Background: an optimization exercise with open tools, aiming at small area, a short achievable clock period and few clock cycles per item. Do not read the settings as production practice. The RTL was checked by simulation tests, not by an equivalence proof against the original design. No activity file was given, so power comes from the tool's default toggle rates.

Design binary_neuron, start of the top module:
module binary_neuron (
    input  logic                    clk,
    input  logic                    reset,
    input  logic                    in_valid,
    output logic                    in_ready,
    input  logic [320:0]            in_req,
    output logic                    out_valid,
    input  logic                    out_ready,
    output logic [9:0]              out_sum
);
    wire p1_0 = in_req[318] ^ (~in_req[64] & in_req[317]);
    wire p2_0 = in_req[319] ^ (~in_req[64] & (in_req[317] | in_req[318]));
    wire q3_0 = ~(in_req[320] ^ (~in_req[64] & (in_req[317] | in_req[318] | in_req[319])));
    wire p1_1 = in_req[314] ^ (~in_req[63] & in_req[313]);
    wire p2_1 = in_req[315] ^ (~in_req[63] & (in_req[313] | in_req[314]));
    wire q3_1 = ~(in_req[316] ^ (~in_req[63] & (in_req[313] | in_req[314] | in_req[315])));
    wire p1_2 = in_req[310] ^ (~in_req[62] & in_req[309]);
    wire p2_2 = in_req[311] ^ (~in_req[62] & (in_req[309] | in_req[310]));
    wire q3_2 = ~(in_req[312] ^ (~in_req[62] & (in_req[309] | in_req[310] | in_req[311])));
    wire p1_3 = in_req[306] ^ (~in_req[61] & in_req[305]);
    wire p2_3 = in_req[307] ^ (~in_req[61] & (in_req[305] | in_req[306]));
    wire q3_3 = ~(in_req[308] ^ (~in_req[61] & (in_req[305] | in_req[306] | in_req[307])));
    wire p1_4 = in_req[302] ^ (~in_req[60] & in_req[301]);
    wire p2_4 = in_req[303] ^ (~in_req[60] & (in_req[301] | in_req[302]));
    wire q3_4 = ~(in_req[304] ^ (~in_req[60] & (in_req[301] | in_req[302] | in_req[303])));
    wire p1_5 = in_req[298] ^ (~in_req[59] & in_req[297]);
    wire p2_5 = in_req[299] ^ (~in_req[59] & (in_req[297] | in_req[298]));
    wire q3_5 = ~(in_req[300] ^ (~in_req[59] & (in_req[297] | in_req[298] | in_req[299])));
    wire p1_6 = in_req[294] ^ (~in_req[58] & in_req[293]);
    wire p2_6 = in_req[295] ^ (~in_req[58] & (in_req[293] | in_req[294]));
  ...
export LEC_CHECK = 0
export CAP_MARGIN = 20
export CORE_MARGIN = 2
export CORE_UTILIZATION = 40
export CTS_BUF_LIST = sky130_fd_sc_hd__clkbuf_8
export SLEW_MARGIN = 20
export SYNTH_HIERARCHICAL = 1
export SYNTH_MINIMUM_KEEP_SIZE = 0
create_clock -name core_clock -period 6.0 [get_ports {clk}]
standard.sh (not shown) runs the stock make flow with config.mk's settings and CLKGATE_MAP_FILE= SYNTH_SCRIPT=/design/flow/synth_recipe.tcl, a recipe that flattens the netlist after the stock synthesis.
==> flow/flow/run.sh <==
#!/bin/bash
# The standard layout (standard.sh: ORFS synthesis to final layout), with
# two changes:
#  - the input and output ports are buffered with the smallest buffer,
#    sky130_fd_sc_hd__buf_1, instead of the cell buffer_ports picks by default
#    (clkdlybuf4s50_1); later repair steps may still resize them;
#  - clock tree synthesis adds no dummy loads to the clock tree.
set -euo pipefail
export BUFFER_PORTS_ARGS="-buffer_cell sky130_fd_sc_hd__buf_1"
export CTS_ARGS="-sink_clustering_enable -repair_clock_nets -buf_list sky130_fd_sc_hd__clkbuf_8 -dont_use_dummy_load -sink_clustering_size 30 -sink_clustering_max_diameter 150"
bash standard.sh > standard_flow.log 2>&1
Testbench counts at the start, summed over its fixed seeds: cycles 3,224, items 3,200.
Change:
--- a/flow/flow/run.sh
+++ b/flow/flow/run.sh
@@ -10 +10 @@
-export CTS_ARGS="-sink_clustering_enable -repair_clock_nets -buf_list sky130_fd_sc_hd__clkbuf_8 -dont_use_dummy_load -sink_clustering_size 30 -sink_clustering_max_diameter 150"
+export CTS_ARGS="-sink_clustering_enable -repair_clock_nets -buf_list sky130_fd_sc_hd__clkbuf_8 -dont_use_dummy_load"
--- a/flow/config.mk
+++ b/flow/config.mk
@@ -10 +10 @@
-export CORE_UTILIZATION = 40
+export CORE_UTILIZATION = 65
After rerunning: The new run finished with timing, DRC and antenna clean; hold slack got worse by 0.0045 ns; global-route usage rose by 9.8 points; register-to-register slack improved by 0.06 ns.
Change:
--- a/flow/config.mk
+++ b/flow/config.mk
@@ -10 +10 @@
-export CORE_UTILIZATION = 65
+export CORE_UTILIZATION = 40
The changed run finished clean.
Clock power is about the same.
Clock skew grows by 0.0064 ns.
Sequential power stays flat.
Cell count went up by about 10%.
Via count falls by about 2.7%.
Routed wire length increases by about 9%.
Design area rose by 1.4%.
First-iteration DRC count decreases by about 6.6%.

re-timing with driven ports:
The results above use ideal ports. As a check the final layouts listed here were re-extracted and re-timed, cells and wires unchanged.
Step 1: set_driving_cell puts a clkbuf_16 on clk and a buf_2 on each other input, an assumption about the parent block.
Step 2 also shifts input and output timing later by t, the mid clock arrival at the registers, as if the neighbouring blocks saw the same clock.
Slacks: ideal / step 1 / step 2; pairs: ideal / step 1.
run	t, ns	setup slack, ns	worst data-port slew with drivers (ns)
the first run	0.471	2.961 / 2.977 / 2.506	0.06
the second run	0.468	2.957 / 2.970 / 2.502	0.07
the third run	0.471	2.961 / 2.977 / 2.506	0.06
After both steps every run listed still meets setup and hold.
